This design comes from an exercise in tuning for small area, a short achievable clock period and few clock cycles on the open sky130 flow, not from production work. Where RTL was checked, it was by simulation tests only, not by an equivalence proof against the original. Power is estimated from default activity; no workload was simulated.

==> flow/design.v <==
package sme_pkg;
    typedef logic [7:0] char_t;
    localparam char_t char_any   = 8'h2E;  
    localparam char_t char_head  = 8'h5E;  
    localparam char_t char_tail  = 8'h24;  
    localparam char_t char_space = 8'h20;
    typedef enum logic [1:0] {
        st_idle = 2'd0,
        st_scan = 2'd1,
        st_done = 2'd2
    } engine_state_t;
endpackage
module sme #(
    parameter int max_string_len  = 32,
    parameter int max_pattern_len = 8
) (
    input  logic                                 clk,
    input  logic                                 reset,
    input  sme_pkg::char_t                       chardata,
    input  logic                                 isstring,
    input  logic                                 ispattern,
    output logic                                 valid,
    output logic                                 match,
    output logic [$clog2(max_string_len)-1:0]    match_index
);
    localparam int N     = max_string_len;
    localparam int P     = max_pattern_len;
    localparam int idx_w = $clog2(N);
    localparam int len_w = $clog2(N + 1);
    localparam int cnt_w = $clog2(P + 1);
    sme_pkg::char_t   mem [N];
    logic [len_w-1:0] str_len;
    logic             isstring_d;
    logic [N:0]   at_len;    
    logic [N-1:0] in_str;    
    logic [N-1:0] is_sp;     
    logic [N-1:0] eq;        
    logic [N-1:0] we_sel;    
    logic [N-1:0] we;
    always_comb begin
        for (int j = 0; j <= N; j++) at_len[j] = (str_len == len_w'(j));
        for (int j = 0; j < N; j++) begin
            in_str[j] = (str_len > len_w'(j));
            is_sp[j]  = (mem[j] == sme_pkg::char_space);
            eq[j]     = (mem[j] == chardata);
            we_sel[j] = isstring_d ? at_len[j] : (j == 0);
            we[j]     = isstring && we_sel[j];
        end
    end
    always_ff @(posedge clk or posedge reset) begin
        if (reset) begin
            isstring_d <= 1'b0;
            str_len    <= '0;
        end else begin
            isstring_d <= isstring;
            if (isstring) begin
                if (!isstring_d) str_len <= len_w'(1);
                else if (str_len != len_w'(N)) str_len <= str_len + 1'b1;
            end
        end
    end
    always_ff @(posedge clk) begin
        for (int j = 0; j < N; j++) begin
            if (we[j]) mem[j] <= chardata;
        end
    end
    logic [N:0]       e_vec;
    logic [cnt_w-1:0] raw_cnt;    
    logic [cnt_w-1:0] core_cnt;   
    logic             head_pend;
    logic             last_tail;  
    logic             tail_found;
    logic [idx_w-1:0] tail_pos;   
    logic p_first, p_keep, c_dot, c_head, c_tail;
    logic [N:0] cur, step_ok, e_next, head_ok, tail_mask, tail_vec;
    assign p_first = ispattern && (raw_cnt == '0);
    assign p_keep  = ispattern && (raw_cnt != cnt_w'(P));
    assign c_dot   = (chardata == sme_pkg::char_any);
    assign c_head  = (chardata == sme_pkg::char_head);
    assign c_tail  = (chardata == sme_pkg::char_tail);
    always_comb begin
        head_ok[0] = 1'b1;
        for (int j = 1; j <= N; j++) head_ok[j] = in_str[j-1] && is_sp[j-1];
        cur = e_vec & (head_pend ? head_ok : '1);
        for (int j = 0; j < N; j++) begin
            step_ok[j]   = cur[j] && in_str[j];
            tail_mask[j] = at_len[j] || (in_str[j] && is_sp[j]);
        end
        step_ok[N]   = 1'b0;
        tail_mask[N] = at_len[N];
        e_next[0] = 1'b0;
        for (int j = 1; j <= N; j++) e_next[j] = step_ok[j-1] && (c_dot || eq[j-1]);
        tail_vec = cur & tail_mask;
    end
    function automatic logic [idx_w-1:0] first_set(input logic [N+1:0] v);
        first_set = '0;
        for (int j = N + 1; j >= 0; j--) begin
            if (v[j]) first_set = idx_w'(j);
        end
    endfunction
    logic over;   
    always_ff @(posedge clk or posedge reset) begin
        if (reset) begin
            raw_cnt <= '0;
        end else if (!ispattern) begin
            raw_cnt <= '0;
        end else if (p_keep) begin
            raw_cnt <= raw_cnt + 1'b1;
        end
    end
    logic head_first;
    assign head_first = p_first && c_head;
    always_ff @(posedge clk) begin
        if (!ispattern) begin
            e_vec     <= '1;
            core_cnt  <= '0;
            head_pend <= 1'b0;
            over      <= 1'b0;
        end else begin
            e_vec     <= e_next | {(N+1){head_first}};
            core_cnt  <= core_cnt + cnt_w'(!head_first);
            head_pend <= head_first;
            over      <= !p_keep;
        end
        last_tail  <= c_tail;
        tail_found <= |tail_vec;
        tail_pos   <= first_set({tail_vec, 1'b0});
    end
    logic             res_found;
    logic [idx_w-1:0] res_pos;
    assign res_found = last_tail ? tail_found : (head_pend || (|e_vec));
    assign res_pos   = last_tail ? tail_pos : (head_pend ? '0 : first_set({1'b0, e_vec}));
    always_ff @(posedge clk or posedge reset) begin
        if (reset) begin
            valid       <= 1'b0;
            match       <= 1'b0;
            match_index <= '0;
        end else begin
            valid <= !ispattern && (raw_cnt != '0);
            if (!over) begin
                match       <= res_found;
                match_index <= res_found ? res_pos - idx_w'(core_cnt) : '0;
            end
        end
    end
endmodule
==> flow/config.mk <==
export PLATFORM = sky130hd
export DESIGN_NAME = sme
export DESIGN_NICKNAME = sme
export VERILOG_FILES = /design/flow/design.v
export SDC_FILE = /design/flow/constraint.sdc
export NUM_CORES = 4
export LEC_CHECK = 0
export CAP_MARGIN = 20
export CORE_MARGIN = 2
export CORE_UTILIZATION = 55
export CTS_BUF_LIST = sky130_fd_sc_hd__clkbuf_4 sky130_fd_sc_hd__clkbuf_8
export SLEW_MARGIN = 20
==> flow/constraint.sdc <==
create_clock -name core_clock -period 10.0 [get_ports {clk}]
set_input_delay 2.0000 -clock core_clock [delete_from_list [all_inputs] [get_ports {clk}]]
set_output_delay 2.0000 -clock core_clock [all_outputs]
set_load 0.01 [all_outputs]
standard.sh (not shown) runs the stock make flow with config.mk's settings and CLKGATE_MAP_FILE= SYNTH_SCRIPT=/design/flow/synth_recipe.tcl, a recipe that flattens the netlist after the stock synthesis.
==> flow/flow/run.sh <==
#!/bin/bash
# Standard ORFS layout, with repair_timing aiming for extra setup slack.
set -euo pipefail
bash standard.sh SETUP_SLACK_MARGIN=7 finish > standard_flow.log 2>&1
The first run went through all stages and came out clean.
Next try:
==> flow/flow/run.sh (replaced) <==
#!/bin/bash
# Standard ORFS layout, with repair_timing aiming for extra setup slack.
set -euo pipefail
bash standard.sh SETUP_SLACK_MARGIN=6.5 finish > standard_flow.log 2>&1
CORE_UTILIZATION = 40   (was 55)
Synthesized cell count does not change.
Hold slack got worse by 6.8 ps.
Sequential share of layout area rose by 3.6 points.
Utilization drops by 22 points.
Setup slack loses 370 ps.
Via count falls by 6.0%.
Sequential cell count is unchanged.
Next try:
==> flow/flow/run.sh (replaced) <==
#!/bin/bash
# Standard ORFS layout, with repair_timing aiming for extra setup slack.
set -euo pipefail
bash standard.sh SETUP_SLACK_MARGIN=7 finish > standard_flow.log 2>&1
CORE_UTILIZATION = 55   (was 40)
CTS_BUF_LIST = sky130_fd_sc_hd__clkbuf_2 sky130_fd_sc_hd__clkbuf_4   (was sky130_fd_sc_hd__clkbuf_4 sky130_fd_sc_hd__clkbuf_8)
Result: Power came out higher by 2.7%; cell area is higher by about 3.6%; via count rose by 4.1%; area after synthesis is unchanged; clock power stays flat; cell count fell by 2.6%; critical path depth falls by 3; global-route usage goes up by 8.3 points; die area goes down by about 27%; register-to-register slack gets better by 460 ps.
No functional check of the RTL was part of any run of this note.

* * *

sme, a different RTL version from the one above (not shown whole).
For scale: roughly 1400 cells after synthesis, ~320 flip-flops, ~19 I/O pins, ~0.016 mm2 of cells after synthesis.
Settings: LEC_CHECK=0, CAP_MARGIN=20, CORE_MARGIN=2, CORE_UTILIZATION=40, SLEW_MARGIN=20; clock period 10.0 ns.
==> flow/flow/run.sh <==
#!/bin/bash
# Standard ORFS layout, with repair_timing aiming for extra setup slack.
set -euo pipefail
bash standard.sh SETUP_SLACK_MARGIN=6  finish > standard_flow.log 2>&1
Edit:
==> flow/flow/run.sh (replaced) <==
#!/bin/bash
# Standard ORFS layout, with repair_timing aiming for extra setup slack.
set -euo pipefail
bash standard.sh SETUP_SLACK_MARGIN=6 ABC_AREA=1 finish > standard_flow.log 2>&1
Clock skew hardly moves.
Global-route usage drops by 0.49 points.
Worst setup slack is worse by 290 ps.
Count of clock-buffer cells in the layout climbs by 12.
Design area drops by 0.42%.
Power drops by 4.4%.
Final cell count climbs by 13%.
No functional check of the RTL was part of any run of this note.

* * *

sme, a different RTL version from the one above (not shown whole).
Size: roughly 1400 cells after synthesis, roughly 19 I/O pins, ~16000 um2 of cells after synthesis.
make LEC_CHECK=0 CAP_MARGIN=20 CORE_MARGIN=2 CORE_UTILIZATION=40 SETUP_SLACK_MARGIN=5 SLEW_MARGIN=20 finish   # period 10.0 ns
run.sh (not shown) runs the stock make flow with config.mk's settings and CLKGATE_MAP_FILE= SYNTH_SCRIPT=/design/flow/synth_recipe.tcl, a recipe that flattens the netlist after the stock synthesis.
Stock flow here: none of the scripts above is used.
The baseline finished with timing, DRC and antenna clean.
Testbench counts at the start, summed over its fixed seeds: cycles 8,566.
Next try:
==> flow/flow/run.sh (new file) <==
#!/bin/bash
# Standard ORFS layout, with repair_timing aiming for extra setup slack.
set -euo pipefail
bash standard.sh SETUP_SLACK_MARGIN=7 finish > standard_flow.log 2>&1
==> flow/standard.sh (new file) <==
#!/bin/bash
# synth_recipe.tcl (not shown) runs the flow's synth.tcl, then flattens the netlist and writes it again
# the make line also repeats each setting of config.mk as NAME=value (left out here)
make -C /OpenROAD-flow-scripts/flow DESIGN_CONFIG=/design/flow/config.mk WORK_HOME=/design/flow/orfs CLKGATE_MAP_FILE= SYNTH_SCRIPT=/design/flow/synth_recipe.tcl "${@:-finish}"
SETUP_SLACK_MARGIN = not set   (was 5)
removed: flow/run.sh
Setup slack gets better by 0.88 ns. Final area rises by 16%. Non-clock buffer count rises by 121. Via count rises by 9.9%. Routed wire length rises by 19%. Sequential share of layout area falls by 6.7 points. Die area is unchanged. Total power rises by 8.2%.
Next try:
==> flow/run.sh (new file) <==
#!/bin/bash
# synth_recipe.tcl (not shown) runs the flow's synth.tcl, then flattens the netlist and writes it again
# the make line also repeats each setting of config.mk as NAME=value (left out here)
make -C /OpenROAD-flow-scripts/flow DESIGN_CONFIG=/design/flow/config.mk WORK_HOME=/design/flow/orfs CLKGATE_MAP_FILE= SYNTH_SCRIPT=/design/flow/synth_recipe.tcl finish
ABC_CLOCK_PERIOD_IN_PS = 2000   (was not set)
SETUP_SLACK_MARGIN = 5   (was not set)
removed: flow/flow/run.sh
removed: flow/standard.sh
What happened:
- The new run passed the timing, DRC and antenna checks
- hold slack gets worse by 0.012 ns
- register-to-register slack loses 0.88 ns
- area after synthesis stays the same

* * *

sme, a different RTL version from the one above (not shown whole).
For scale: about 16000 um^2 of cells after synthesis.
export LEC_CHECK = 0
export CAP_MARGIN = 20
export CORE_MARGIN = 2
export CORE_UTILIZATION = 55
export CTS_BUF_LIST = sky130_fd_sc_hd__clkbuf_4 sky130_fd_sc_hd__clkbuf_8
export CTS_CLUSTER_DIAMETER = 60
export CTS_CLUSTER_SIZE = 16
export GPL_TIMING_DRIVEN = 0
export SLEW_MARGIN = 20
create_clock -name core_clock -period 10.0 [get_ports {clk}]
standard.sh (not shown) runs the stock make flow with config.mk's settings and CLKGATE_MAP_FILE= SYNTH_SCRIPT=/design/flow/synth_recipe.tcl, a recipe that flattens the netlist after the stock synthesis.
==> flow/flow/run.sh <==
#!/bin/bash
# Standard ORFS layout, with repair_timing aiming for extra setup slack.
set -euo pipefail
bash standard.sh SETUP_SLACK_MARGIN=6.85 finish > standard_flow.log 2>&1
Testbench counts at the start, summed over its fixed seeds: cycles 8,566.
==> next run, changes <==
CTS_BUF_LIST = sky130_fd_sc_hd__clkbuf_4   (was sky130_fd_sc_hd__clkbuf_4 sky130_fd_sc_hd__clkbuf_8)
CTS_CLUSTER_DIAMETER = 40   (was 60)
CTS_CLUSTER_SIZE = 8   (was 16)
GPL_TIMING_DRIVEN = default   (was 0)
- The new run passed the timing, DRC and antenna checks
- wire length shrinks by about a fifth
- final cell count shrinks by a few percent
- total power grows slightly
- non-clock buffer count shrinks by 109
- cell area shrinks by a little under a tenth
==> next run, changes <==
==> flow/flow/run.sh (replaced) <==
#!/bin/bash
# Standard ORFS layout, with repair_timing aiming for extra setup slack.
set -euo pipefail
bash standard.sh SETUP_SLACK_MARGIN=6.7 finish > standard_flow.log 2>&1
CORE_UTILIZATION = 65   (was 55)
CTS_BUF_LIST = sky130_fd_sc_hd__clkbuf_4 sky130_fd_sc_hd__clkbuf_8   (was sky130_fd_sc_hd__clkbuf_4)
CTS_CLUSTER_DIAMETER = 60   (was 40)
CTS_CLUSTER_SIZE = 16   (was 8)
Non-clock buffer count goes down by 8.
Via count goes down by about 0.9%.
Wire length goes down by about 6%.
Hold slack improves by 0.0043 ns.
Sequential power barely changes.
Synthesized area stays the same.
Fmax goes down by about 2.7%.
Clock power goes down by 17%.
Die area goes down by about 15%.
==> next run, changes <==
==> flow/flow/run.sh (replaced) <==
#!/bin/bash
# Standard ORFS layout, with repair_timing aiming for extra setup slack.
set -euo pipefail
bash standard.sh SETUP_SLACK_MARGIN=7 finish > standard_flow.log 2>&1
ABC_AREA = 1   (was default)
CORE_UTILIZATION = 55   (was 65)
The changed run finished clean.
Total power rises by 6.3%.
Setup slack got worse by 0.20 ns.
First-iteration DRC count falls by 8.8%.
Wire length rises by 21%.

* * *

Setup of run 1:
Starting RTL as in the previous note.
clock: 10.0 ns
lec_check: 0
cap_margin: 20
core_margin: 2
core_utilization: 55
cts_buf_list: sky130_fd_sc_hd__clkbuf_4 sky130_fd_sc_hd__clkbuf_8
cts_cluster_diameter: 60
cts_cluster_size: 16
slew_margin: 20
==> flow/flow/run.sh <==
#!/bin/bash
# Standard ORFS layout, with repair_timing aiming for extra setup slack.
set -euo pipefail
bash standard.sh SETUP_SLACK_MARGIN=6.3 finish > standard_flow.log 2>&1
Testbench counts of run 1, summed over its fixed seeds: cycles 8,566.
## Diff of input files: run 2 against run 1
Settings: putting ABC_CLOCK_PERIOD_IN_PS at 2500 where nothing was set.
--- a/flow/flow/run.sh
+++ b/flow/flow/run.sh
@@ -4 +4 @@
-bash standard.sh SETUP_SLACK_MARGIN=6.3 finish > standard_flow.log 2>&1
+bash standard.sh SETUP_SLACK_MARGIN=6.85 finish > standard_flow.log 2>&1
[summary]
Of run 2 and run 1, run 2 shows the higher worst-case setup margin in the final layout, with run 1 below it.
Reported for run 2 and run 1, sequential cell count of the final layout turned out identical to the last digit.
Minimum period implied by the final worst setup slack: run 2 lower than run 1
Routed wire length: run 2 > run 1
| final cycle utilization of the critical path | run 2 vs run 1 | 5.3 points lower |
Run 2: post-CTS resize count is 86 higher than what run 1 reported.
What run 1 reported for layout buffer count excluding clock buffers has to be multiplied by 1.8 to get the figure for run 2.
[run 2] data required time at the worst endpoint fell 2.51 ns relative to run 1
Net switching power figure was higher in run 2 than in run 1.
Met1 wire length: run 2 higher than run 1
The inputs of run 3 differ from those of run 2 as listed below.
Settings: clearing ABC_CLOCK_PERIOD_IN_PS, which used to be 2500.
Results
Run 3: all stages complete, timing, DRC and antenna checks passed
Utilization essentially unchanged between run 3 and run 2.
Diff run 3..run 2 | count of clock-buffer cells in the layout | unchanged
As far as complex-gate fraction of the synthesized area goes, run 2 and run 3 are indistinguishable; the numbers are identical.
Run 2 → run 3: total of plain and repair buffers excluding clock buffers did not really move; power drawn by the clock network saw little to no change.
Diff run 2..run 3 | cell area | unchanged
Run 2 -> run 3: met1 demand-to-capacity share in global routing flat
[inputs] run 4 vs run 3
--- a/flow/flow/run.sh
+++ b/flow/flow/run.sh
@@ -4 +4 @@
-bash standard.sh SETUP_SLACK_MARGIN=6.85 finish > standard_flow.log 2>&1
+bash standard.sh SETUP_SLACK_MARGIN=6.7 finish > standard_flow.log 2>&1
Results
- Run 4 ends up with a ratio of final minimum period to clock period that is 1.3 points higher than in run 3.
- Higher part of the power in combinational logic goes to run 3 over run 4.
- Run 4 vs run 3: core utilization down in run 4
- Compared run 3 against run 4; post-route clock skew within noise.
- Run 4 against run 3: non-clock buffer count now sits lower; sequential-cell power consumption about even; standby leakage power went down; number of gates given a new drive strength after cts now smaller; wire length of the first global-routing pass saw a decrease.
#### Input delta (run 5 over run 4)
Settings: a change of CORE_UTILIZATION from 55 to 65.
--- a/flow/flow/run.sh
+++ b/flow/flow/run.sh
@@ -4 +4 @@
-bash standard.sh SETUP_SLACK_MARGIN=6.7 finish > standard_flow.log 2>&1
+bash standard.sh SETUP_SLACK_MARGIN=7 finish > standard_flow.log 2>&1
--- outcome ---
- After detailed routing, run 4 needs less wire than run 5.
- Side by side, iteration-0 DRC count of the detailed router turned out higher in run 5 than in run 4.
- Per the comparison of run 5 with run 4, wire length per cell after detailed routing saw an increase, power saw an increase, post-synthesis share of cell area spent on full adders, half adders and majority gates saw little to no change.
Inputs modified between run 5 and run 6:
Settings: swapping 65 for 55 in CORE_UTILIZATION.
--- a/flow/flow/run.sh
+++ b/flow/flow/run.sh
@@ -4 +4 @@
-bash standard.sh SETUP_SLACK_MARGIN=7 finish > standard_flow.log 2>&1
+bash standard.sh SETUP_SLACK_MARGIN=6.5 finish > standard_flow.log 2>&1
==> comparison <==
- [run 6] post-CTS setup buffer count fell 8 relative to run 5
- Delta(non-clock buffer instance count of the final layout, run 6 - run 5) < 0
- Cell with the biggest individual delay on the critical path = sky130_fd_sc_hd__dfrtp_2: run 6; cell with the biggest individual delay on the critical path = sky130_fd_sc_hd__edfxtp_1: run 5
- Run 6 vs run 5, number of logic stages on the critical path including buffering went up by 9.
- When run 6 is measured against run 5, its number of placement rows turns out 5 higher.
- The worst setup slack of run 6 was inferior to that of run 5.
- [compare] base=run 5 new=run 6: detailed-route wire length fell 2.5 mm, final area went down.

==> separate check: timing with driven ports <==
The results above use ideal ports. As a check the final layouts listed here were re-extracted and re-timed, cells and wires unchanged.
Step 1 sets driving cells, clkbuf_16 on the clock port and buf_2 on the other inputs (assumed; they add their load-dependent delay and slew).
Step 2 also shifts input and output timing later by t, the mid clock arrival at the registers, as if the neighbouring blocks saw the same clock.
Slacks: no drivers / after step 1 / after step 2; pairs: no drivers / after step 1.
| run | shift t [ns] | setup slack, ns | latest minus earliest clock arrival (ns) | slew at the worst register clock pin (ns) |
|---|---|---|---|---|
| the first run of note 1 | 0.629 | 6.909 / 6.828 / 6.199 | 0.025 / 0.025 | 0.07 / 0.07 |
| the second run of note 1 | 0.689 | 6.542 / 6.538 / 5.850 | 0.027 / 0.027 | 0.07 / 0.07 |
| the third run of note 1 | 0.749 | 6.776 / 6.731 / 6.261 | 0.056 / 0.056 | 0.07 / 0.07 |
| the first run of note 2 | 0.573 | 6.016 / 6.016 / 5.568 | 0.020 / 0.019 | 0.06 / 0.06 |
| the second run of note 2 | 0.567 | 5.728 / 5.728 / 5.505 | 0.019 / 0.018 | 0.06 / 0.06 |
| the first run of note 3 | 0.577 | 5.300 / 5.300 / 5.017 | 0.029 / 0.029 | 0.06 / 0.06 |
| the second run of note 3 | 0.597 | 6.179 / 6.179 / 6.014 | 0.025 / 0.024 | 0.07 / 0.07 |
| the third run of note 3 | 0.577 | 5.300 / 5.300 / 5.017 | 0.029 / 0.029 | 0.06 / 0.06 |
| the first run of note 4 | 0.680 | 6.682 / 6.682 / 6.029 | 0.021 / 0.021 | 0.10 / 0.10 |
| the second run of note 4 | 0.739 | 6.796 / 6.750 / 6.185 | 0.042 / 0.042 | 0.10 / 0.10 |
| the third run of note 4 | 0.638 | 6.709 / 6.700 / 6.062 | 0.050 / 0.050 | 0.10 / 0.10 |
| the fourth run of note 4 | 0.675 | 6.513 / 6.513 / 6.233 | 0.023 / 0.023 | 0.11 / 0.11 |
| run 1 | 0.623 | 6.345 / 6.371 / 5.747 | 0.025 / 0.025 | 0.10 / 0.10 |
| run 2 | 0.669 | 6.873 / 6.823 / 6.258 | 0.026 / 0.026 | 0.10 / 0.10 |
| run 3 | 0.669 | 6.873 / 6.823 / 6.258 | 0.026 / 0.026 | 0.10 / 0.10 |
| run 4 | 0.653 | 6.746 / 6.700 / 6.132 | 0.032 / 0.033 | 0.10 / 0.10 |
| run 5 | 0.645 | 6.888 / 6.839 / 6.244 | 0.035 / 0.035 | 0.11 / 0.11 |
| run 6 | 0.648 | 6.574 / 6.574 / 6.010 | 0.025 / 0.026 | 0.10 / 0.10 |
After both steps every run listed still meets setup and hold. For the first run of note 1, which loses most, drivers alone change the setup slack by -0.081 ns; drivers and shift together by -0.710 ns.
